Background: an optimization exercise with open tools, aiming at a short achievable clock period. Do not read the settings as production practice.
Function was checked by simulation only, so behaviour that the tests miss may differ from the original.
No activity file was given, so power comes from the tool's default toggle rates.

$ cat flow/constraint.sdc
create_clock -name core_clock -period 4.0 [get_ports {clk}]
set_input_delay 0.8000 -clock core_clock [delete_from_list [all_inputs] [get_ports {clk}]]
set_output_delay 0.8000 -clock core_clock [all_outputs]
set_load 0.01 [all_outputs]
$ cat flow/standard.sh
#!/bin/bash
# synth_recipe.tcl (not shown) runs the flow's synth.tcl, then flattens the netlist and writes it again
# the make line also repeats each setting of config.mk as NAME=value (left out here)
make -C /OpenROAD-flow-scripts/flow DESIGN_CONFIG=/design/flow/config.mk WORK_HOME=/design/flow/orfs CLKGATE_MAP_FILE= SYNTH_SCRIPT=/design/flow/synth_recipe.tcl "${@:-finish}"
$ cat flow/config.mk
export PLATFORM = sky130hd
export DESIGN_NAME = instr_mem_ctrl
export DESIGN_NICKNAME = instr_mem_ctrl
export VERILOG_FILES = /design/flow/design.v
export SDC_FILE = /design/flow/constraint.sdc
export NUM_CORES = 4
export LEC_CHECK = 0
export CAP_MARGIN = 20
export CORE_MARGIN = 2
export CORE_UTILIZATION = 35
export PLACE_DENSITY = 0.45
export SETUP_SLACK_MARGIN = 2.2
export SLEW_MARGIN = 20
export SYNTH_HIERARCHICAL = 1
$ cat flow/design.v
module imem_rd_slice #(
  parameter int DEPTH = 64
) (
  input  logic [DEPTH-1:0]         bits,
  input  logic [$clog2(DEPTH)-1:0] idx,
  input  logic                     fault,
  output logic                     y
);
  assign y = !fault && bits[idx];
endmodule
module instr_mem_ctrl #(
  parameter int DATA_WIDTH = 32,
  parameter int ADDR_WIDTH = 32,
  parameter int DEPTH      = 64
) (
  input  logic                   clk,
  input  logic                   reset,
  input  logic                   load_start,
  input  logic                   load_valid,
  output logic                   load_ready,
  input  logic [DATA_WIDTH-1:0]  load_data,
  input  logic                   load_last,
  output logic [$clog2(DEPTH):0] load_count,
  input  logic                   fetch_valid,
  input  logic [ADDR_WIDTH-1:0]  fetch_addr,
  output logic                   fetch_ready,
  output logic                   instr_valid,
  output logic [DATA_WIDTH-1:0]  instr_out,
  output logic                   instr_fault,
  output logic                   busy
);
  localparam int IDXW = $clog2(DEPTH);
  localparam int CNTW = IDXW + 1;
  logic                  st_clear, st_run, st_load;
  logic                  clear_nxt, run_nxt, load_nxt;
  logic                  busy_n;
  logic [DEPTH-1:0]      ptr_oh;         
  logic                  ptr_last;
  logic                  go_load;
  logic                  do_load;
  logic                  do_wr;
  logic                  load_done;
  logic [CNTW-1:0]       cnt;            
  logic [DATA_WIDTH-1:0] wr_data;
  logic [DATA_WIDTH-1:0] mem [DEPTH];
  assign ptr_last  = ptr_oh[DEPTH-1];
  assign go_load   = st_run && load_start;
  assign do_load   = st_load && load_valid;
  assign do_wr     = st_clear || do_load;
  assign load_done = do_load && (load_last || ptr_last);
  assign clear_nxt = st_clear && !ptr_last;
  assign run_nxt   = (st_clear && ptr_last) || (st_run && !load_start) || load_done;
  assign load_nxt  = go_load || (st_load && !load_done);
  assign wr_data   = st_load ? load_data : '0;
  assign busy      = !busy_n;
  always_ff @(posedge clk or negedge reset) begin
    if (!reset) begin
      st_clear    <= 1'b1;
      st_run      <= 1'b0;
      st_load     <= 1'b0;
      fetch_ready <= 1'b0;
      load_ready  <= 1'b0;
      busy_n      <= 1'b0;
      ptr_oh      <= DEPTH'(1);
      cnt         <= '0;
      load_count  <= '0;
      instr_valid <= 1'b0;
    end else begin
      st_clear    <= clear_nxt;
      st_run      <= run_nxt;
      st_load     <= load_nxt;
      fetch_ready <= !(clear_nxt || load_nxt);
      load_ready  <= !(clear_nxt || run_nxt);
      busy_n      <= st_clear ? ptr_last : !load_nxt;
      if (go_load)
        ptr_oh <= DEPTH'(1);
      else if (do_wr)
        ptr_oh <= {ptr_oh[DEPTH-2:0], ptr_oh[DEPTH-1]};
      cnt         <= go_load ? '0 : cnt + CNTW'(do_load);
      if (go_load)
        load_count <= '0;
      else if (do_load)
        load_count <= cnt + 1'b1;
      instr_valid <= fetch_valid && st_run;
    end
  end
  always_ff @(posedge clk) begin
    for (int w = 0; w < DEPTH; w++)
      if (do_wr && ptr_oh[w]) mem[w] <= wr_data;
  end
  logic [IDXW-1:0]       fetch_idx;
  logic                  addr_fault;
  logic [DATA_WIDTH-1:0] rd_word;
  assign fetch_idx  = fetch_addr[IDXW+1:2];
  assign addr_fault = (fetch_addr[1:0] != 2'b00) || (fetch_addr[ADDR_WIDTH-1:IDXW+2] != '0);
  for (genvar b = 0; b < DATA_WIDTH; b++) begin : g_rd
    logic [DEPTH-1:0] col;
    for (genvar w = 0; w < DEPTH; w++) begin : g_col
      assign col[w] = mem[w][b];
    end
    imem_rd_slice #(.DEPTH(DEPTH)) u_rd (
      .bits(col), .idx(fetch_idx), .fault(addr_fault), .y(rd_word[b])
    );
  end
  always_ff @(posedge clk) begin
    instr_out   <= rd_word;
    instr_fault <= addr_fault;
  end
endmodule
$ cat flow/flow/run.sh
#!/bin/bash
set -euo pipefail
DU=$(make -s -C "$FLOW_HOME" DESIGN_CONFIG="$PWD/config.mk" WORK_HOME="$PWD/orfs" print-DONT_USE_CELLS \
     | sed -n 's/^DONT_USE_CELLS: //p')
[[ -n "$DU" ]] || { echo "could not read DONT_USE_CELLS" >&2; exit 1; }
bash standard.sh "DONT_USE_CELLS=$DU sky130_fd_sc_hd__a222oi_1" finish > flow_make.log 2>&1
==> out/summary.txt, run 1 <==
count leader, synth -> edfxtp_1
Via-to-Cell Ratio -> 5.58
P_leak -> 37.3 nW
core area -> 243,000 sq um
Port Buffers -> 113
DR iter-0 viols -> 5,180
FF-to-FF path depth -> 11
Post-Syn Instances -> 3,905
FF-to-FF End -> mem[40][26]$_DFFE_PP_
clk buf depth -> 3
Hold/Removal Path Class -> in2async
Post-DRT Antenna Nets -> 0
layout cell share with drive strength beyond 1 -> 0.354
syn nets -> 3,977
post-synth top area share -> 0.722
Synth area leader -> edfxtp_1
f_max -> 0.437 GHz
nets@finish -> 4,773
post-synthesis cell area -> 85,200 sq um
CP most frequent cell -> buf_6
Power Total -> 50.6 mW
CP Capture Type -> register
kind of critical path -> reg2reg
CTS tree -> built
CP cell instances -> buf_12, a21o_4, buf_6, buf_6, buf_6, buf_16, buf_6, nand2_4, clkinvlp_4, buf_12, clkbuf_16
GR Overflow Total -> 0
Routed WL -> 297,000 um
crit path from -> st_load$_DFF_PN0_
Slew @ Worst Pin -> 1180 ps
pwr/cell area -> 464 nW/um^2
crit path DAT -> 2880 ps
Final period util -> 0.573
Post-synth ARST share -> 0.0392
top post-synthesis cells by count -> edfxtp_1 (2,048), mux4_2 (288), mux4_1 (256)
FF-to-FF Start -> st_load$_DFF_PN0_
FP Rows -> 181
GP Congestion -> 0.717
YS warnings -> 8
Skew-Pair Late Insertion Delay -> 880 ps
Max rail drop VDD -> 0.351 mV
die width -> 497 um
Critical Path RT -> 4590 ps
largest net degree at the start of global routing -> 69
Layout area overhead -> 28.2%
Non-Filler Instances -> 8,118
final hold viol count -> 0
Placed Cells -> 7,245
Synth Register Bits -> 2,166
Design Area, Final -> 109,000 sq um
Post-Place Cell Area -> 92,300 sq um
WL/cell -> 36.5 um
Layout Skew -> 36.6 ps
EDFF count, synth -> 2,048
initial core utilization -> 0.351
CTS sink cnt -> 2,166
Synth Flop Type -> edfxtp_1
Distinct cells, synth -> 52
Synth Area per Inst -> 21.8 sq um
CP max stage delay -> 490 ps
post-layout util -> 0.450
H-tree levels -> 4
floorplan die height -> 497 um
unrepaired setup endpoints after global routing -> true
Pre-Repair DR Iteration Count -> 7
global-route wire length before repair -> 366,000 um
vias in the first global route -> 44,000
Setup violations, final -> 0
Clock transition at path regs -> 60 ps
Root Buffer -> clkbuf_16
CP startpoint kind -> register
Fill cells -> 20,400
Rel. slew slack -> 0.215
GRT Total Usage -> 0.213
CTS buffer count -> 232
sequential fraction of the synthesis area -> 0.755
min Tclk post-route -> 2290 ps
status -> complete, no violations
setup TNS -> 0 ps
count of final max-slew check failures -> 0
drt drc -> 0
Die ar. -> 247,000 sq um
via count -> 45,300
Ports -> 114
Synth area leaders -> edfxtp_1 (72%), mux4_1 (7.9%), mux4_2 (7.6%)
CP max stage cell -> dfrtp_4
antenna violations before repair -> 18
crit-path max FO -> 8
Max Cap Viol -> 0
dpl hpwl -> 127,000 um
worst reg2reg setup slack -> 1710 ps
[registers in the layout, indices dropped and copies added (netlist names)]
register	flops
fetch_ready	1
st_load	1
mem	2048
busy_n	1
ptr_oh	64
load_ready	1
st_run	1
instr_out	32
cnt	7
instr_fault	1
instr_valid	1
load_count	7
st_clear	1
[kinds of logic after synthesis]
family | share of synthesized area
buffers and inverters | 0.0210
adders and majority gates | 0.000294
and+or+nand+nor | 0.0308
muxes | 0.167
AOI/OAI and AO/OA | 0.0253
DFF | 0.755
xor gates and xnor gates | 0.000514
[how the worst max path moves through the flow]
stage / slack [ps] / endpoint
after global routing: 1700 / mem[41][6]$_DFFE_PP_
after detailed placement: 690 / instr_out[15]$_DFF_P_
after global placement: 680 / instr_out[15]$_DFF_P_
after CTS: 1740 / busy
final: 1710 / mem[40][26]$_DFFE_PP_
after floorplan: 610 / instr_out[0]$_DFF_P_
[stage by stage]
stage | worst slack [ps] | hold slack [ps]
floorplan | 608 | 465
global placement | 678 | 524
detailed placement | 686 | 525
CTS | 1740 | 425
global route | 1700 | 458
finish | 1710 | 452
[per-layer routing]
layer,GRT usage,up-vias,part of all wire
met2,0.349,1614,0.48
met3,0.0301,316,0.059
li1,-,18200,-
met1,0.307,25100,0.44
met5,0,-,0
met4,0.0383,0,0.020
[cells in the final DEF, fill, tap and decap left out, types with 46 or more instances in the layout]
master and n:
clkinv_2 47, buf_6 102, edfxtp_1 2048, buf_12 171, buf_16 117, clkbuf_16 290
and2_4 52, nand2b_1 48, nand2_1 134, dfrtp_1 82, mux4_2 308, clkbuf_1 71
clkdlybuf4s50_1 46, nand2_4 58, mux4_1 236, buf_4 167, a21oi_1 66, nor2_1 53
nor2b_1 63, mux2_2 57, clkinvlp_4 68
[repair_timing]
action	4_1_cts	5_1_grt
endpoints found under the hold margin	32	0
gates cloned	82	100
pin swaps	45	46
endpoints found under the setup margin	4200	3258
buffers inserted	153	88
hold buffers	1	0
resized for setup	786	239
[power breakdown]
part	leakage, nW	switching, mW	internal, mW	total (mW)
registers	20.3	0.101	25.4	25.5
clock network	3.58	9.11	11.7	20.8
logic	13.4	2.48	1.80	4.28
total	37.3	11.7	38.9	50.6
[final cells by class]
class / count / area (sq um) / area share
Tap cell: 3202 / 4010 / 0.0367
Clock buffer: 316 / 6280 / 0.0576
Multi-Input combinational cell: 1480 / 21000 / 0.193
Sequential cell: 2166 / 64400 / 0.590
Timing Repair Buffer: 720 / 11800 / 0.108
Inverter: 101 / 616 / 0.00564
Antenna cell: 7 / 17.5 / 0.000160
Clock inverter: 126 / 1020 / 0.00939
[worst max-delay path: cells and delay by family (launching register included)]
family | cells | cell delay, ps
simple gates | 1 | 60
compound gates | 1 | 200
flops | 1 | 490
buf+inv | 9 | 1210
==> run 2: changes to the inputs <==
--- a/flow/config.mk
+++ b/flow/config.mk
@@ -12,3 +12,4 @@
 export SETUP_SLACK_MARGIN = 2.2
 export SLEW_MARGIN = 20
 export SYNTH_HIERARCHICAL = 1
+export TNS_END_PERCENT = 10
==> out/summary.txt, run 2 <==
status -> complete, no violations (unchanged)
sequential fraction of the synthesis area -> 0.755 (unchanged)
Layout Skew -> 42.4 ps (was 36.6 ps)
Fill cells -> 21,000 (was 20,400)
unrepaired setup endpoints after global routing -> true (unchanged)
final hold viol count -> 0 (unchanged)
GR Overflow Total -> 0 (unchanged)
FF-to-FF Start -> mem[0][23]$_DFFE_PP_ (was st_load$_DFF_PN0_)
Post-DRT Antenna Nets -> 0 (unchanged)
Setup violations, final -> 0 (unchanged)
biggest regs -> mem: 2048 flops, ptr_oh: 64 flops, instr_out: 32 flops (unchanged)
hold_sp -> load_valid
Rel. slew slack -> 0.429 (was 0.215)
dpl hpwl -> 138,000 um (was 127,000 um)
Die ar. -> 247,000 sq um (unchanged)
Hold Path Stages -> 4
Port Buffers -> 113 (unchanged)
initial core utilization -> 0.351 (unchanged)
CTS buffer count -> 228 (was 232)
post-synthesis cell area -> 85,200 sq um (unchanged)
min Tclk post-route -> 2260 ps (was 2290 ps)
die width -> 497 um (unchanged)
commonest cells after routing, fill and taps aside -> edfxtp_1 (2,048), mux4_2 (288), clkbuf_16 (262) (was edfxtp_1 (2,048), mux4_2 (308), clkbuf_16 (290))
via count -> 42,700 (was 45,300)
vias in the first global route -> 42,600 (was 44,000)
max reg flops -> 2,048 (unchanged)
Distinct cells, synth -> 52 (unchanged)
Critical Path RT -> 4740 ps (was 4590 ps)
layout cell share with drive strength beyond 1 -> 0.281 (was 0.354)
met1 usage -> 0.296 (was 0.307)
H-tree levels -> 4 (unchanged)
Hold WS -> 488 ps (was 452 ps)
P_leak -> 34.6 nW (was 37.3 nW)
Skew-Pair Late Insertion Delay -> 890 ps (was 880 ps)
global route hottest layer -> met2 (unchanged)
Slew @ Worst Pin -> 856 ps (was 1180 ps)
Clock transition at path regs -> 60 ps (about the same)
pwr/cell area -> 491 nW/um^2 (was 464 nW/um^2)
Synth Register Bits -> 2,166 (unchanged)
core area -> 243,000 sq um (unchanged)
Routed WL -> 263,000 um (was 297,000 um)
met3 usage -> 0.0258 (was 0.0301)
CP startpoint kind -> input port (was register)
Post-Syn Instances -> 3,905 (unchanged)
Synth area leader -> edfxtp_1 (unchanged)
Hold Path End -> st_load$_DFF_PN0_
FF-to-FF End -> instr_out[23]$_DFF_P_ (was mem[40][26]$_DFFE_PP_)
commonest non-fill, non-tap cell in the layout -> edfxtp_1 (unchanged)
CP max stage cell -> mux4_1 (was dfrtp_4)
floorplan die height -> 497 um (unchanged)
Max rail drop VDD -> 0.395 mV (was 0.351 mV)
FF-to-FF path depth -> 5 (was 11)
EDFF count, synth -> 2,048 (unchanged)
Post-synth ARST share -> 0.0392 (unchanged)
YS warnings -> 8 (unchanged)
crit path DAT -> 3000 ps (was 2880 ps)
FP Rows -> 181 (unchanged)
count of final max-slew check failures -> 0 (unchanged)
GRT Total Usage -> 0.201 (was 0.213)
CP Capture Type -> register (unchanged)
post-synth top area share -> 0.722 (unchanged)
Ports -> 114 (unchanged)
top post-synthesis cells by count -> edfxtp_1 (2,048), mux4_2 (288), mux4_1 (256) (unchanged)
Synth Flop Type -> edfxtp_1 (unchanged)
WL/cell -> 33.5 um (was 36.5 um)
Largest Register -> mem (unchanged)
CP max stage delay -> 640 ps (was 490 ps)
antenna violations before repair -> 16 (was 18)
count leader, synth -> edfxtp_1 (unchanged)
buffer and inverter count on the worst path -> 2 (was 9)
Root Buffer -> clkbuf_16 (unchanged)
Hold/Removal Path Class -> in2reg (was in2async)
global-route wire length before repair -> 348,000 um (was 366,000 um)
Synth area leaders -> edfxtp_1 (72%), mux4_1 (7.9%), mux4_2 (7.6%) (unchanged)
met2 GRT Util -> 0.322 (was 0.349)
syn nets -> 3,977 (unchanged)
Synth Area per Inst -> 21.8 sq um (unchanged)
cell family with most CP delay -> multiplexers (was buffers and inverters)
CTS sink cnt -> 2,166 (unchanged)
nets@finish -> 4,501 (was 4,773)
crit-path max FO -> 21 (was 8)
Max Cap Viol -> 0 (unchanged)
Pre-Repair DR Iteration Count -> 6 (was 7)
drt drc -> 0 (unchanged)
GP Congestion -> 0.736 (was 0.717)
DR iter-0 viols -> 4,952 (was 5,180)
f_max -> 0.443 GHz (was 0.437 GHz)
Final period util -> 0.564 (was 0.573)
CTS tree -> built (unchanged)
CP cell instances -> buf_16, buf_4, mux4_1, mux2_2, o22ai_1, o32ai_1 (was buf_12, a21o_4, buf_6, buf_6, buf_6, buf_16, buf_6, nand2_4, clkinvlp_4, buf_12, clkbuf_16)
Via-to-Cell Ratio -> 5.45 (was 5.58)
kind of critical path -> in2reg (was reg2reg)
Worst path depth -> 6 (was 11)
largest net degree at the start of global routing -> 66 (was 69)
clk buf depth -> 3 (unchanged)
setup TNS -> 0 ps (unchanged)
worst reg2reg setup slack -> 1870 ps (was 1710 ps)
Layout area overhead -> 20.6% (was 28.2%)
-- run 2: changes by cell type in the layout (fill, tap and decap cells not counted), moves of 42 or more --
cell and change:
nand2_4 -44, buf_12 -68, buf_6 -50, buf_16 -91, inv_2 +42, clkinvlp_4 -49
nand2_1 +43
-- run 2: cell type report --
class,count,area [sq um],share of cell area
diodes,9,22.5,0.000219
clock buffers,294,6210,0.0604
clock inverters,138,1420,0.0139
inverters,101,520,0.00507
multi-input cells,1461,19700,0.192
flip-flops and latches,2166,64400,0.627
well taps,3202,4010,0.0390
repair buffers,471,6500,0.0632
-- run 2: worst max-delay path by stage --
| stage | startpoint | to | slack [ps] |
|---|---|---|---|
| finish | fetch_addr[3] | instr_out[27]$_DFF_P_ | 1740 |
| global route | load_count[6]$_DFFE_PN0P_ | load_count[6] | 1710 |
| floorplan | fetch_addr[15] | instr_out[0]$_DFF_P_ | 610 |
| global placement | fetch_addr[3] | instr_out[1]$_DFF_P_ | 270 |
| detailed placement | fetch_addr[3] | instr_out[1]$_DFF_P_ | 240 |
| CTS | load_count[6]$_DFFE_PN0P_ | load_count[6] | 1690 |
-- run 2: repair_timing --
| action | CTS | global route |
|---|---|---|
| gates cloned | 21 | 39 |
| endpoints found under the setup margin | 4225 | 3693 |
| gates resized for setup | 366 | 203 |
| endpoints found under the hold margin | 42 | 0 |
| pin swaps | 20 | 5 |
| hold buffers | 1 | 0 |
| setup buffers | 8 | 48 |
-- run 2: kinds of logic after synthesis --
kind of cell             Yosys count  synth area share
adder cells (fa/ha/maj)            2          0.000294
flip-flops                      2166             0.755
XOR/XNOR                           5          0.000514
buffers and inverters            289            0.0210
AO/OA/AOI/OAI                    285            0.0253
multiplexers                     640             0.167
AND/OR/NAND/NOR                  518            0.0308
-- run 2: layer usage --
metal / wire, um / vias up
met2: 126000 / 1323
met3: 13700 / 285
met1: 119000 / 23500
li1: - / 17600
met4: 4250 / 0
met5: 0 / -
-- run 2: stage by stage --
step / power, mW / setup slack (ps) / utilization / cells / area (sq um)
after floorplan: 27.7 / 608 / - / 3905 / 85300
after global placement: 29.0 / 270 / 0.379 / 7284 / 92000
after detailed placement: 29.0 / 236 / 0.379 / 7284 / 92000
after CTS: 50.7 / 1690 / 0.415 / 7746 / 101000
after global routing: 51.9 / 1710 / 0.424 / 7834 / 103000
final: 50.4 / 1740 / 0.424 / 7842 / 103000
-- run 2: tightest hold or removal path, delay by kind of cell --
| family | cells | cell delay [ps] |
|---|---|---|
| AO/OA/AOI/OAI | 1 | 90 |
| AND/OR/NAND/NOR | 1 | 60 |
| buffers and inverters | 2 | 390 |
-- run 2: power by group --
group | internal [mW] | total, mW | switching (mW)
sequential | 25.4 | 25.5 | 0.0923
clock | 12.5 | 21.6 | 9.09
combinational | 1.23 | 3.32 | 2.09
total | 39.1 | 50.4 | 11.3
==> run 3: changes to the inputs <==
--- a/flow/design.v
+++ b/flow/design.v
@@ -34,24 +34,23 @@
   logic                  st_clear, st_run, st_load;
   logic                  clear_nxt, run_nxt, load_nxt;
   logic                  busy_n;
-  logic [DEPTH-1:0]      ptr_oh;         
-  logic                  ptr_last;
+  logic [DEPTH-1:0]      clr_ptr;        
+  logic [DEPTH-1:0]      ld_ptr;         
   logic                  go_load;
   logic                  do_load;
-  logic                  do_wr;
   logic                  load_done;
   logic [CNTW-1:0]       cnt;            
   logic [DATA_WIDTH-1:0] wr_data;
+  logic [DEPTH-1:0]      wr_en;
   logic [DATA_WIDTH-1:0] mem [DEPTH];
-  assign ptr_last  = ptr_oh[DEPTH-1];
   assign go_load   = st_run && load_start;
   assign do_load   = st_load && load_valid;
-  assign do_wr     = st_clear || do_load;
-  assign load_done = do_load && (load_last || ptr_last);
-  assign clear_nxt = st_clear && !ptr_last;
-  assign run_nxt   = (st_clear && ptr_last) || (st_run && !load_start) || load_done;
+  assign load_done = do_load && (load_last || ld_ptr[DEPTH-1]);
+  assign clear_nxt = st_clear && !clr_ptr[DEPTH-1];
+  assign run_nxt   = (st_clear && clr_ptr[DEPTH-1]) || (st_run && !load_start) || load_done;
   assign load_nxt  = go_load || (st_load && !load_done);
   assign wr_data   = st_load ? load_data : '0;
+  assign wr_en     = clr_ptr | (ld_ptr & {DEPTH{load_valid}});
   assign busy      = !busy_n;
   always_ff @(posedge clk or negedge reset) begin
     if (!reset) begin
@@ -61,7 +60,8 @@
       fetch_ready <= 1'b0;
       load_ready  <= 1'b0;
       busy_n      <= 1'b0;
-      ptr_oh      <= DEPTH'(1);
+      clr_ptr     <= DEPTH'(1);
+      ld_ptr      <= '0;
       cnt         <= '0;
       load_count  <= '0;
       instr_valid <= 1'b0;
@@ -71,11 +71,12 @@
       st_load     <= load_nxt;
       fetch_ready <= !(clear_nxt || load_nxt);
       load_ready  <= !(clear_nxt || run_nxt);
-      busy_n      <= st_clear ? ptr_last : !load_nxt;
+      busy_n      <= st_clear ? clr_ptr[DEPTH-1] : !load_nxt;
+      clr_ptr     <= {clr_ptr[DEPTH-2:0], 1'b0};
       if (go_load)
-        ptr_oh <= DEPTH'(1);
-      else if (do_wr)
-        ptr_oh <= {ptr_oh[DEPTH-2:0], ptr_oh[DEPTH-1]};
+        ld_ptr <= DEPTH'(1);
+      else if (load_valid)
+        ld_ptr <= load_last ? '0 : {ld_ptr[DEPTH-2:0], 1'b0};
       cnt         <= go_load ? '0 : cnt + CNTW'(do_load);
       if (go_load)
         load_count <= '0;
@@ -86,7 +87,7 @@
   end
   always_ff @(posedge clk) begin
     for (int w = 0; w < DEPTH; w++)
-      if (do_wr && ptr_oh[w]) mem[w] <= wr_data;
+      if (wr_en[w]) mem[w] <= wr_data;
   end
   logic [IDXW-1:0]       fetch_idx;
   logic                  addr_fault;
==> out/summary.txt, run 3 <==
syn nets -> 3,916 (was 3,977)
Ports -> 114 (unchanged)
worst reg2reg setup slack -> 2070 ps (was 1870 ps)
dpl hpwl -> 137,000 um (was 138,000 um)
vias in the first global route -> 42,800 (was 42,600)
core area -> 246,000 sq um (was 243,000 sq um)
clk buf depth -> 3 (unchanged)
post-synth top area share -> 0.709 (was 0.722)
status -> complete, no violations (unchanged)
FF-to-FF Start -> mem[1][30]$_DFFE_PP_ (was mem[0][23]$_DFFE_PP_)
CP max stage delay -> 420 ps (was 640 ps)
Via-to-Cell Ratio -> 5.43 (was 5.45)
final worst slack -> 1770 ps (was 1740 ps)
FF-to-FF End -> instr_out[30]$_DFF_P_ (was instr_out[23]$_DFF_P_)
CP max stage cell -> dfrtp_1 (was mux4_1)
DR iter-0 viols -> 4,446 (was 4,952)
count leader, synth -> edfxtp_1 (unchanged)
unrepaired setup endpoints after global routing -> true (unchanged)
commonest non-fill, non-tap cell in the layout -> edfxtp_1 (unchanged)
FF-to-FF path depth -> 4 (was 5)
Rel. slew slack -> 0.277 (was 0.429)
FP Rows -> 182 (was 181)
Distinct cells, synth -> 46 (was 52)
Die ar. -> 252,000 sq um (was 247,000 sq um)
Routed WL -> 264,000 um (was 263,000 um)
YS warnings -> 8 (unchanged)
EDFF count, synth -> 2,048 (unchanged)
Pre-Repair DR Iteration Count -> 5 (was 6)
Max rail drop VDD -> 0.388 mV (was 0.395 mV)
pwr/cell area -> 525 nW/um^2 (was 491 nW/um^2)
Setup violations, final -> 0 (unchanged)
largest net degree at the start of global routing -> 70 (was 66)
Largest Register -> mem (unchanged)
crit path DAT -> 1430 ps (was 3000 ps)
GP Congestion -> 0.719 (was 0.736)
Post-Place Cell Area -> 93,500 sq um (was 92,000 sq um)
f_max -> 0.449 GHz (was 0.443 GHz)
antenna violations before repair -> 18 (was 16)
post-layout util -> 0.420 (was 0.424)
biggest regs -> mem: 2048 flops, clr_ptr: 64 flops, ld_ptr: 64 flops (was mem: 2048 flops, ptr_oh: 64 flops, instr_out: 32 flops)
nets@finish -> 4,398 (was 4,501)
top post-synthesis cells by count -> edfxtp_1 (2,048), mux4_2 (288), mux4_1 (256) (unchanged)
Worst path depth -> 1 (was 6)
Synth Area per Inst -> 22.6 sq um (was 21.8 sq um)
global-route wire length before repair -> 347,000 um (was 348,000 um)
Clock transition at path regs -> 70 ps (was 60 ps)
commonest cells after routing, fill and taps aside -> edfxtp_1 (2,048), mux4_2 (309), clkbuf_16 (263) (was edfxtp_1 (2,048), mux4_2 (288), clkbuf_16 (262))
post-synthesis cell area -> 86,800 sq um (was 85,200 sq um)
crit path from -> load_count[4]$_DFFE_PN0P_ (was fetch_addr[3])
min Tclk post-route -> 2230 ps (was 2260 ps)
Synth Flop Type -> edfxtp_1 (unchanged)
Design Area, Final -> 103,000 sq um (about the same)
final hold viol count -> 0 (unchanged)
count of final max-slew check failures -> 0 (unchanged)
Max Cap Viol -> 0 (unchanged)
floorplan die height -> 502 um (was 497 um)
Non-Filler Instances -> 7,847 (was 7,842)
CTS sink cnt -> 2,230 (was 2,166)
Placed Cells -> 7,318 (was 7,284)
Post-Syn Instances -> 3,844 (was 3,905)
setup TNS -> 0 ps (unchanged)
initial core utilization -> 0.352 (was 0.351)
Critical Path RT -> 3200 ps (was 4740 ps)
CTS buffer count -> 235 (was 228)
Skew-Pair Late Insertion Delay -> 890 ps (about the same)
drt drc -> 0 (unchanged)
Slew @ Worst Pin -> 1080 ps (was 856 ps)
Final period util -> 0.556 (was 0.564)
Synth Register Bits -> 2,230 (was 2,166)
layout cell share with drive strength beyond 1 -> 0.287 (was 0.281)
sequential fraction of the synthesis area -> 0.759 (was 0.755)
Hold WS -> 333 ps (was 488 ps)
Fill cells -> 21,400 (was 21,000)
Synth area leader -> edfxtp_1 (unchanged)
max reg flops -> 2,048 (unchanged)
Post-DRT Antenna Nets -> 0 (unchanged)
GRT Total Usage -> 0.197 (was 0.201)
WL/cell -> 33.6 um (was 33.5 um)
Layout Skew -> 64.5 ps (was 42.4 ps)
CP cell instances -> buf_2 (was buf_16, buf_4, mux4_1, mux2_2, o22ai_1, o32ai_1)
cell family with most CP delay -> flip-flops (was multiplexers)
Port Buffers -> 113 (unchanged)
CTS tree -> built (unchanged)
kind of critical path -> reg2out (was in2reg)
Placement Setup Slack -> 585 ps (was 236 ps)
Hold/Removal Path Class -> reg2reg (was in2reg)
Worst Setup EP -> load_count[4] (was instr_out[27]$_DFF_P_)
die width -> 502 um (was 497 um)
crit-path max FO -> 2 (was 21)
via count -> 42,600 (was 42,700)
P_leak -> 37.0 nW (was 34.6 nW)
Layout area overhead -> 19.2% (was 20.6%)
Post-synth ARST share -> 0.0668 (was 0.0392)
GR Overflow Total -> 0 (unchanged)
Root Buffer -> clkbuf_16 (unchanged)
Synth area leaders -> edfxtp_1 (71%), mux4_1 (7.8%), mux4_2 (7.5%) (was edfxtp_1 (72%), mux4_1 (7.9%), mux4_2 (7.6%))
Power Total -> 54.3 mW (was 50.4 mW)
buffer and inverter count on the worst path -> 1 (was 2)
CP Capture Type -> output pin (was register)
H-tree levels -> 4 (unchanged)
CP startpoint kind -> register (was input port)
[run 3: final cells by class]
type	count	area (sq um)	share of cell area
Multi-Input combinational cell	1394	20200	0.195
Clock buffer	320	6370	0.0616
Clock inverter	120	1050	0.0101
Antenna cell	6	15.0	0.000145
Timing Repair Buffer	427	5520	0.0533
Tap cell	3312	4140	0.0401
Sequential cell	2230	66000	0.638
Inverter	38	143	0.00138
[run 3: power by group]
group | internal [mW] | switching [mW] | leakage [nW]
Combinational | 1.92 | 3.02 | 10.4
Sequential | 27.8 | 0.419 | 23.0
Clock | 11.8 | 9.27 | 3.60
[run 3: timing repair]
action	4_1_cts	5_1_grt
cloned	5	28
resized for setup	289	268
hold buffers	1	0
setup buffers	0	48
pin swaps	5	27
endpoints found under the hold margin	66	0
endpoints found under the setup margin	2473	2019
[run 3: cells by family after synthesis]
logic type               after synthesis  share of synthesized area
flip-flops                          2230                      0.759
AO/OA/AOI/OAI                        344                     0.0324
buffers and inverters                226                     0.0181
AND/OR/NAND/NOR                      396                     0.0250
other                                  1                  0.0000432
multiplexers                         640                      0.164
adder cells (fa/ha/maj)                2                   0.000288
XOR/XNOR                               5                   0.000505
[run 3: worst reg2reg max path, stage by stage (launching register included)]
cell	delay [ps]
edfxtp_1	360
mux4_1	500
nor2b_1	150
a2111oi_0	620
o32ai_2	170
[run 3: worst min path at each step]
stage / startpoint / endpoint / slack [ps] / cells after the start
after global routing: clr_ptr[41]$_DFF_PN0_ / clr_ptr[42]$_DFF_PN0_ / 360 / 0
after CTS: clr_ptr[1]$_DFF_PN0_ / clr_ptr[2]$_DFF_PN0_ / 330 / 0
after global placement: clr_ptr[16]$_DFF_PN0_ / clr_ptr[17]$_DFF_PN0_ / 360 / 0
after detailed placement: clr_ptr[60]$_DFF_PN0_ / clr_ptr[61]$_DFF_PN0_ / 360 / 0
final: clr_ptr[41]$_DFF_PN0_ / clr_ptr[42]$_DFF_PN0_ / 330 / 0
after floorplan: clr_ptr[9]$_DFF_PN0_ / clr_ptr[10]$_DFF_PN0_ / 360 / 0
[run 3: routing by layer]
layer  up-vias  wire, um  global-route usage
li1      17500         -                   -
met1     23600    116000               0.280
met2      1260    128000               0.323
met3       305     14800              0.0285
met4         4      4690              0.0396
met5         -        27                   0
==> run 4: changes to the inputs <==
--- a/flow/design.v
+++ b/flow/design.v
@@ -1,12 +1,33 @@
-module imem_rd_slice #(
-  parameter int DEPTH = 64
-) (
-  input  logic [DEPTH-1:0]         bits,
-  input  logic [$clog2(DEPTH)-1:0] idx,
-  input  logic                     fault,
-  output logic                     y
+module imem_dec3 (
+  input  logic [2:0] a,
+  output logic [7:0] oh
 );
-  assign y = !fault && bits[idx];
+  always_comb begin
+    for (int i = 0; i < 8; i++) oh[i] = (a == 3'(i));
+  end
+endmodule
+module imem_ao8 (
+  input  logic [7:0] d,
+  input  logic [7:0] sel,
+  output logic       y
+);
+  assign y = |(d & sel);
+endmodule
+module imem_rd_slice (
+  input  logic [63:0] bits,
+  input  logic [5:0]  idx,
+  input  logic        fault,
+  output logic        y
+);
+  logic [7:0] lo_sel, hi_sel, grp;
+  imem_dec3 u_dec_lo (.a(idx[2:0]), .oh(lo_sel));
+  imem_dec3 u_dec_hi (.a(idx[5:3]), .oh(hi_sel));
+  for (genvar g = 0; g < 8; g++) begin : g_grp
+    imem_ao8 u_ao (.d(bits[8*g +: 8]), .sel(lo_sel), .y(grp[g]));
+  end
+  logic hit;
+  imem_ao8 u_ao_hi (.d(grp), .sel(hi_sel), .y(hit));
+  assign y = hit && !fault;
 endmodule
 module instr_mem_ctrl #(
   parameter int DATA_WIDTH = 32,
@@ -99,7 +120,7 @@
     for (genvar w = 0; w < DEPTH; w++) begin : g_col
       assign col[w] = mem[w][b];
     end
-    imem_rd_slice #(.DEPTH(DEPTH)) u_rd (
+    imem_rd_slice u_rd (
       .bits(col), .idx(fetch_idx), .fault(addr_fault), .y(rd_word[b])
     );
   end
==> out/summary.txt, run 4 <==
Root Buffer -> clkbuf_16 (unchanged)
Synth Flop Type -> edfxtp_1 (unchanged)
vias in the first global route -> 48,400 (was 42,800)
GRT Total Usage -> 0.254 (was 0.197)
Post-synth ARST share -> 0.0668 (unchanged)
Worst path depth -> 1 (unchanged)
setup TNS -> 0 ps (unchanged)
nets@finish -> 5,267 (was 4,398)
Hold WS -> 387 ps (was 333 ps)
met2 WL -> 151,000 um (was 128,000 um)
Port Buffers -> 113 (unchanged)
min Tclk post-route -> 2230 ps (about the same)
Via-to-Cell Ratio -> 6.08 (was 5.43)
Clock transition at path regs -> 60 ps (was 70 ps)
antenna violations before repair -> 12 (was 18)
die width -> 490 um (was 502 um)
unrepaired setup endpoints after global routing -> true (unchanged)
count of final max-slew check failures -> 0 (unchanged)
pwr/cell area -> 547 nW/um^2 (was 525 nW/um^2)
GR Overflow Total -> 0 (unchanged)
YS warnings -> 9 (was 8)
biggest regs -> mem: 2048 flops, clr_ptr: 64 flops, ld_ptr: 64 flops (unchanged)
FF-to-FF path depth -> 3 (was 4)
Post-Syn Instances -> 4,484 (was 3,844)
Setup violations, final -> 0 (unchanged)
commonest non-fill, non-tap cell in the layout -> edfxtp_1 (unchanged)
top post-synthesis cells by count -> edfxtp_1 (2,048), a22oi_1 (1,152), nand4_1 (291) (was edfxtp_1 (2,048), mux4_2 (288), mux4_1 (256))
Synth Area per Inst -> 18.5 sq um (was 22.6 sq um)
commonest cells after routing, fill and taps aside -> edfxtp_1 (2,048), a22oi_1 (1,023), nand4_1 (291) (was edfxtp_1 (2,048), mux4_2 (309), clkbuf_16 (263))
CP Capture Type -> output pin (unchanged)
clk buf depth -> 3 (unchanged)
EDFF count, synth -> 2,048 (unchanged)
Layout area overhead -> 22.9% (was 19.2%)
Final period util -> 0.557 (was 0.556)
Layout Skew -> 34.9 ps (was 64.5 ps)
crit-path max FO -> 1 (was 2)
floorplan die height -> 490 um (was 502 um)
H-tree levels -> 4 (unchanged)
crit path DAT -> 1430 ps (about the same)
Slew @ Worst Pin -> 1120 ps (was 1080 ps)
dpl hpwl -> 169,000 um (was 137,000 um)
Post-DRT Antenna Nets -> 0 (unchanged)
WL/cell -> 38.1 um (was 33.6 um)
post-synthesis cell area -> 82,800 sq um (was 86,800 sq um)
Routed WL -> 326,000 um (was 264,000 um)
post-synth top area share -> 0.742 (was 0.709)
P_leak -> 35.3 nW (was 37.0 nW)
Synth area leader -> edfxtp_1 (unchanged)
Synth area leaders -> edfxtp_1 (74%), a22oi_1 (10%), dfrtp_1 (4.4%) (was edfxtp_1 (71%), mux4_1 (7.8%), mux4_2 (7.5%))
Die ar. -> 241,000 sq um (was 252,000 sq um)
Max rail drop VDD -> 0.381 mV (was 0.388 mV)
global-route wire length before repair -> 421,000 um (was 347,000 um)
Hold/Removal Path Class -> reg2reg (unchanged)
CP startpoint kind -> register (unchanged)
count leader, synth -> edfxtp_1 (unchanged)
Max Cap Viol -> 0 (unchanged)
CP cell instances -> buf_6 (was buf_2)
Hold Path Stages -> 0 (unchanged)
CP max stage cell -> dfxtp_4 (was dfrtp_1)
largest net degree at the start of global routing -> 96 (was 70)
Distinct cells, synth -> 41 (was 46)
Placement Setup Slack -> 663 ps (was 585 ps)
syn nets -> 4,556 (was 3,916)
Synth Register Bits -> 2,230 (unchanged)
Largest Register -> mem (unchanged)
cell family with most CP delay -> flip-flops (unchanged)
Rel. slew slack -> 0.255 (was 0.277)
Fill cells -> 20,900 (was 21,400)
via count -> 52,000 (was 42,600)
CTS buffer count -> 232 (was 235)
max reg flops -> 2,048 (unchanged)
final hold viol count -> 0 (unchanged)
drt drc -> 0 (unchanged)
Pre-Repair DR Iteration Count -> 6 (was 5)
core area -> 235,000 sq um (was 246,000 sq um)
initial core utilization -> 0.352 (about the same)
CP max stage delay -> 420 ps (about the same)
GP Congestion -> 0.823 (was 0.719)
sequential fraction of the synthesis area -> 0.795 (was 0.759)
Ports -> 114 (unchanged)
DR iter-0 viols -> 7,559 (was 4,446)
CTS tree -> built (unchanged)
Power Total -> 55.7 mW (was 54.3 mW)
kind of critical path -> reg2out (unchanged)
M1 WL -> 142,000 um (was 116,000 um)
Critical Path RT -> 3200 ps (about the same)
buffer and inverter count on the worst path -> 1 (unchanged)
layout cell share with drive strength beyond 1 -> 0.256 (was 0.287)
f_max -> 0.449 GHz (about the same)
DR top layer -> met5 (unchanged)
final worst slack -> 1770 ps (about the same)
Met3 Wirelength -> 24,900 um (was 14,800 um)
CTS sink cnt -> 2,230 (unchanged)
FP Rows -> 178 (was 182)
Skew-Pair Late Insertion Delay -> 900 ps (was 890 ps)
status -> complete, no violations (unchanged)
-- run 4: cell types whose count changed in the layout (fill, tap and decap cells not counted), sizes merged, moves of 53 or more --
cell / change
nor3: +64
mux2: -64
nand2: -64
nor2: -64
and3b: +192
mux4: -544
nand4: +288
a22oi: +1120
and3: +64
nand2b: -64
nor3b: +192
buf: +53
-- run 4: final cells by class --
class / count / area (sq um) / share of cell area
flip-flops and latches: 2230 / 66000 / 0.648
multi-input cells: 2251 / 18400 / 0.181
well taps: 3150 / 3940 / 0.0387
diodes: 4 / 10.0 / 0.0000983
clock inverters: 138 / 1650 / 0.0162
clock buffers: 305 / 6330 / 0.0622
repair buffers: 474 / 5480 / 0.0538
inverters: 6 / 22.5 / 0.000221
-- run 4: worst paths after layout --
| path | startpoint | end | slack [ps] |
|---|---|---|---|
| worst max-delay path | instr_out[12]$_DFF_P_ | instr_out[12] | 1770 |
| worst min-delay path | clr_ptr[2]$_DFF_PN0_ | clr_ptr[3]$_DFF_PN0_ | 390 |
| worst max register to register | st_load$_DFF_PN0_ | mem[35][13]$_DFFE_PP_ | 1930 |
| worst min register to register | clr_ptr[2]$_DFF_PN0_ | clr_ptr[3]$_DFF_PN0_ | 390 |
| max in group asynchronous | reset | st_clear$_DFF_PN1_ | 2550 |
| min in group asynchronous | reset | load_count[0]$_DFFE_PN0P_ | 560 |
-- run 4: repair_timing --
| action | 4_1_cts | 5_1_grt |
|---|---|---|
| pin swaps | 9 | 39 |
| hold buffers | 1 | 0 |
| setup buffers | 3 | 33 |
| cloned | 17 | 36 |
| hold endpoints to repair | 22 | 0 |
| resized for setup | 280 | 228 |
| endpoints found under the setup margin | 2771 | 2575 |
-- run 4: cell families (layout without fill, tap and decap cells) --
| logic type | count (synthesis) | in the layout | synth area share |
|---|---|---|---|
| XOR/XNOR | 5 | 5 | 0.000529 |
| AND/OR/NAND/NOR | 908 | 938 | 0.0827 |
| buffers and inverters | 34 | 923 | 0.00248 |
| adder cells (fa/ha/maj) | 2 | 2 | 0.000302 |
| other | 1 | 5 | 0.0000453 |
| AO/OA/AOI/OAI | 1304 | 1305 | 0.118 |
| flip-flops | 2230 | 2230 | 0.795 |
-- run 4: per-layer routing --
layer  vias to the layer above  track usage
met4                         2       0.0673
met5                         -            0
met2                      2616        0.395
met3                       433       0.0390
li1                      21000            -
met1                     28000        0.369
-- run 4: per-stage QoR --
step	instance area [sq um]	cells	utilization
finish	102000	8558	0.433
global route	102000	8556	0.433
CTS	99800	8484	0.424
detailed placement	91500	8020	0.389
global placement	91500	8020	0.389
floorplan	83000	4484	-
-- run 4: worst reg2reg max path: stages, from the launching register on --
cell and delay [ps]:
dfrtp_4 520, buf_12 180, bufbuf_16 420, and2_4 630
-- run 4: power by group --
group | total (mW) | internal (mW) | leakage (nW) | switching, mW
sequential | 28.4 | 27.8 | 23.0 | 0.550
clock | 22.8 | 13.3 | 3.89 | 9.51
combinational | 4.54 | 1.26 | 8.42 | 3.27
total | 55.7 | 42.4 | 35.3 | 13.3
-- run 4: per-module statistics from Yosys (local to each module, per instance) --
module	area, sq um	copies in the design	cells inside
imem_dec3	65.1	64	8
imem_rd_slice	13.8	32	1
instr_mem_ctrl	67800	1	2500
imem_ao8	36.3	288	5

port drivers added, routing unchanged:
Ports are ideal in the flow. The routed layouts listed here were re-timed in OpenROAD. Step 1 sets driving cells, clkbuf_16 on the clock port and buf_2 on the other inputs (assumed; they add their load-dependent delay and slew). Step 2 adds t to the input delays and takes it off the output delays; t is the mean of the earliest and latest rising clock arrival at the registers after step 1. Input paths then give back, and output paths get back, about the clock's delay inside the block. Three values: ideal, step 1, step 2; two values: the first two.
run	shift t [ns]	setup WS [ns]	worst register clock-pin slew, ns
run 1	0.948	1.709 / 1.698 / 0.750	0.07 / 0.07
run 2	0.957	1.742 / 1.665 / 0.708	0.07 / 0.07
run 3	0.946	1.775 / 1.614 / 0.669	0.07 / 0.07
run 4	0.974	1.773 / 1.682 / 0.788	0.07 / 0.07
After both steps setup and hold are still met in every run listed. The setup slack of run 3, which loses most, moves by -0.161 ns with the drivers and by -1.106 ns with both steps.
